What follows belongs to an exercise in optimizing a design on an open flow for small area, a short achievable clock period and few clock cycles per item; a production flow would make more cautious choices.
In this exercise RTL edits were held to simulation tests only and were not proved equivalent to the original.
Power figures rest on the tool's default switching activity, not on a simulated workload.

Design lru_value_tracker, start of the top module:
module lru_value_tracker #(
    parameter int DEPTH      = 16,
    parameter int VALUE_BITS = 32
) (
    input  logic                               i_clk,
    input  logic                               i_rst_n,
    input  logic                               i_cfg_we,
    input  logic [lvt_pkg::CAP_W-1:0]          i_cfg_wdata,
    input  logic                               i_valid,
    output logic                               o_stall,
    input  logic signed [lvt_pkg::FIELD_W-1:0] i_key_value,
    output logic                               o_valid,
    input  logic                               i_stall,
    output logic                               o_status,
    output logic                               o_hit,
    output logic                               o_evicted_valid,
    output logic signed [lvt_pkg::FIELD_W-1:0] o_evicted_value,
    output logic [lvt_pkg::CAP_W-1:0]          o_occupancy
);
  ...
For scale: about 2,300 cells after synthesis, about 700 flip-flops, ~84 I/O pins.
Settings: LEC_CHECK=0, CAP_MARGIN=20, CORE_MARGIN=2, CORE_UTILIZATION=40, CTS_CLUSTER_DIAMETER=100, CTS_CLUSTER_SIZE=20, SETUP_SLACK_MARGIN=2.2, SLEW_MARGIN=20; clock period 4.4 ns.
standard.sh (not shown) runs the stock make flow with config.mk's settings and CLKGATE_MAP_FILE= SYNTH_SCRIPT=/design/flow/synth_recipe.tcl, a recipe that flattens the netlist after the stock synthesis.
==> flow/flow/run.sh <==
#!/bin/bash
set -euo pipefail
cd "$(dirname "$0")/.."
bash standard.sh "BUFFER_PORTS_ARGS=-buffer_cell sky130_fd_sc_hd__buf_4" finish > run_standard.log 2>&1
Testbench counts at the start, summed over its fixed seeds: cycles 16,024, items 16,000.
Then changed:
--- a/flow/design.v
+++ b/flow/design.v
@@ -62,17 +62,19 @@
     output logic [lvt_pkg::FIELD_W-1:0]   o_evicted_value,
     output logic [lvt_pkg::CAP_W-1:0]     o_occupancy
 );
     localparam int CNT_W = $clog2(DEPTH + 1);
     localparam int LO_W  = VALUE_BITS / 2;
     logic [VALUE_BITS-1:0]     r_list [DEPTH];
     logic [CNT_W-1:0]          r_cnt;
     logic [lvt_pkg::CAP_W-1:0] r_cap;
+    logic                      r_cap0;    
     logic [DEPTH-1:0]      r_lv;
+    logic [DEPTH-1:0]      r_ls;
     logic                  r_full;
     logic                  r_v2;
     logic [VALUE_BITS-1:0] r_k2;
     logic [DEPTH-1:0]      r_hlo2;
     logic [DEPTH-1:0]      r_hhi2;
     logic                  r_eq2;
     logic                  r_vb;
     logic [VALUE_BITS-1:0] r_kb;
@@ -93,17 +95,17 @@
     logic                  eq12;
     logic [DEPTH-1:0]      m2;
     logic [DEPTH-1:0]      s2;
     logic [DEPTH-1:0]      s2s;
     logic [VALUE_BITS-1:0] last;
     assign go = r_vb && !i_hold;
     always_comb begin
         found     = r_sb[0];
-        cap0      = (r_cap == '0);
+        cap0      = r_cap0;
         is_evict  = !found && !cap0 && r_full;
         is_insert = !found && !cap0 && !r_full;
         for (int i = 0; i < DEPTH; i++)
             missv[i] = !cap0 && (r_full ? r_lv[i] : ((i == 0) ? 1'b1 : r_lv[(i == 0) ? 0 : i - 1]));
         for (int i = 0; i < DEPTH; i++)
             en[i] = go && (r_sb[i] || (!found && missv[i]));
     end
     logic [DEPTH-1:0] capsel;
@@ -127,48 +129,51 @@
         eqb_lo = (r_kb[LO_W-1:0] == i_key_value[LO_W-1:0]);
         eqb_hi = (r_kb[VALUE_BITS-1:LO_W] == i_key_value[VALUE_BITS-1:LO_W]);
         eq12   = (r_k2 == i_key_value);
         for (int i = 0; i < DEPTH; i++) begin
             hlo1[i] = en[i] ? ((i == 0) ? eqb_lo : hlo[(i == 0) ? 0 : i - 1]) : hlo[i];
             hhi1[i] = en[i] ? ((i == 0) ? eqb_hi : hhi[(i == 0) ? 0 : i - 1]) : hhi[i];
         end
     end
-    logic [DEPTH-1:0] lastsel;
     logic             last2;
     logic             drop2;
     always_comb begin
         m2 = r_hlo2 & r_hhi2 & r_lv;
-        for (int i = 0; i < DEPTH; i++) begin
-            s2[i]      = |(m2 >> i);
-            lastsel[i] = r_lv[i] && ((i == DEPTH - 1) || !r_lv[(i == DEPTH - 1) ? i : i + 1]);
-        end
-        last2 = |(m2 & lastsel);
+        for (int i = 0; i < DEPTH; i++)
+            s2[i] = |(m2 >> i);
+        last2 = |(m2 & r_ls);
         drop2 = found ? r_eq2 : (is_evict && last2);
         for (int i = 0; i < DEPTH; i++)
             s2s[i] = en[i] ? (((i == 0) && r_eq2) || (s2[(i == 0) ? 0 : i - 1] && !drop2)) : s2[i];
     end
     always_comb begin
         last = '0;
         for (int i = 0; i < DEPTH; i++)
-            if (lastsel[i]) last = last | r_list[i];
+            if (r_ls[i]) last = last | r_list[i];
     end
     always_ff @(posedge i_clk) begin
         if (!i_rst_n) begin
             r_cnt   <= '0;
             r_cap   <= lvt_pkg::CAP_RESET;
+            r_cap0  <= 1'b0;
             r_lv    <= '0;
+            r_ls    <= '0;
             r_full  <= 1'b0;
             r_v2    <= 1'b0;
             r_vb    <= 1'b0;
         end else begin
-            if (i_cfg_we) r_cap <= i_cfg_wdata;
+            if (i_cfg_we) begin
+                r_cap  <= i_cfg_wdata;
+                r_cap0 <= (i_cfg_wdata == '0);
+            end
             if (ins_now) begin
                 r_cnt   <= r_cnt + CNT_W'(1);
                 r_lv    <= lv_ins;
+                r_ls    <= {r_ls[DEPTH-2:0], r_ls == '0};
                 r_full  <= full_ins;
             end else begin
                 r_full  <= full_same;
             end
             if (!i_hold) begin
                 r_v2 <= i_valid;
                 r_vb <= r_v2;
             end
@@ -223,17 +228,17 @@
         .DEPTH      (DEPTH),
         .VALUE_BITS (VALUE_BITS)
     ) u_datapath (
         .i_clk           (i_clk),
         .i_rst_n         (i_rst_n),
         .i_cfg_we        (i_cfg_we),
         .i_cfg_wdata     (i_cfg_wdata),
         .i_hold          (hold),
-        .i_valid         (i_valid),
+        .i_valid         (i_valid && !i_stall),
         .i_key_value     (i_key_value),
         .o_push          (push),
         .o_status        (st),
         .o_hit           (hit),
         .o_evicted_valid (evv),
         .o_evicted_value (evval),
         .o_occupancy     (occ)
     );
@@ -244,11 +249,11 @@
         .i_rst_n     (i_rst_n),
         .i_push      (push),
         .i_res       ({st, hit, evv, evval, occ}),
         .i_out_stall (i_stall),
         .o_freeze    (hold),
         .o_valid     (o_valid),
         .o_res       (res)
     );
-    assign o_stall = hold;
+    assign o_stall = i_stall;
     assign {o_status, o_hit, o_evicted_valid, o_evicted_value, o_occupancy} = res;
 endmodule
Effect:
- hold slack hardly moves
- power grows by 0.42%
- setup slack is worse by 0.0091 ns
- die area grows by 1.0%
- routed wire length shrinks by about 1.2%
Testbench counts after the change, summed over its fixed seeds: cycles 16,024, items 16,000.

## what the ideal ports hide
In the flow no input, the clock included, has a driving cell. The finished layouts below were timed again as built, in two steps. Step 1 assumes that a clkbuf_16 drives the clock port and a buf_2 every other input. Step 2 moves the port delays by t, midway between the first and last clock arrival at a register: inputs arrive t later, outputs are due t later. That takes back most of the time a late clock gives input paths. Three values: no drivers, after step 1, after step 2; two values: the first two.
run | t, ns | setup slack, ns | latest minus earliest clock arrival (ns) | worst register clock-pin slew, ns | cell pins on the clock port's net
the first run | 0.679 | 2.140 / 2.142 / 1.502 | 0.042 / 0.042 | 0.11 / 0.11 | 1
the second run | 0.671 | 2.131 / 2.131 / 1.596 | 0.060 / 0.061 | 0.09 / 0.09 | 1
After both steps setup and hold are still met in every run listed. For the first run, which loses most, drivers alone change the setup slack by +0.002 ns; drivers and shift together by -0.638 ns.
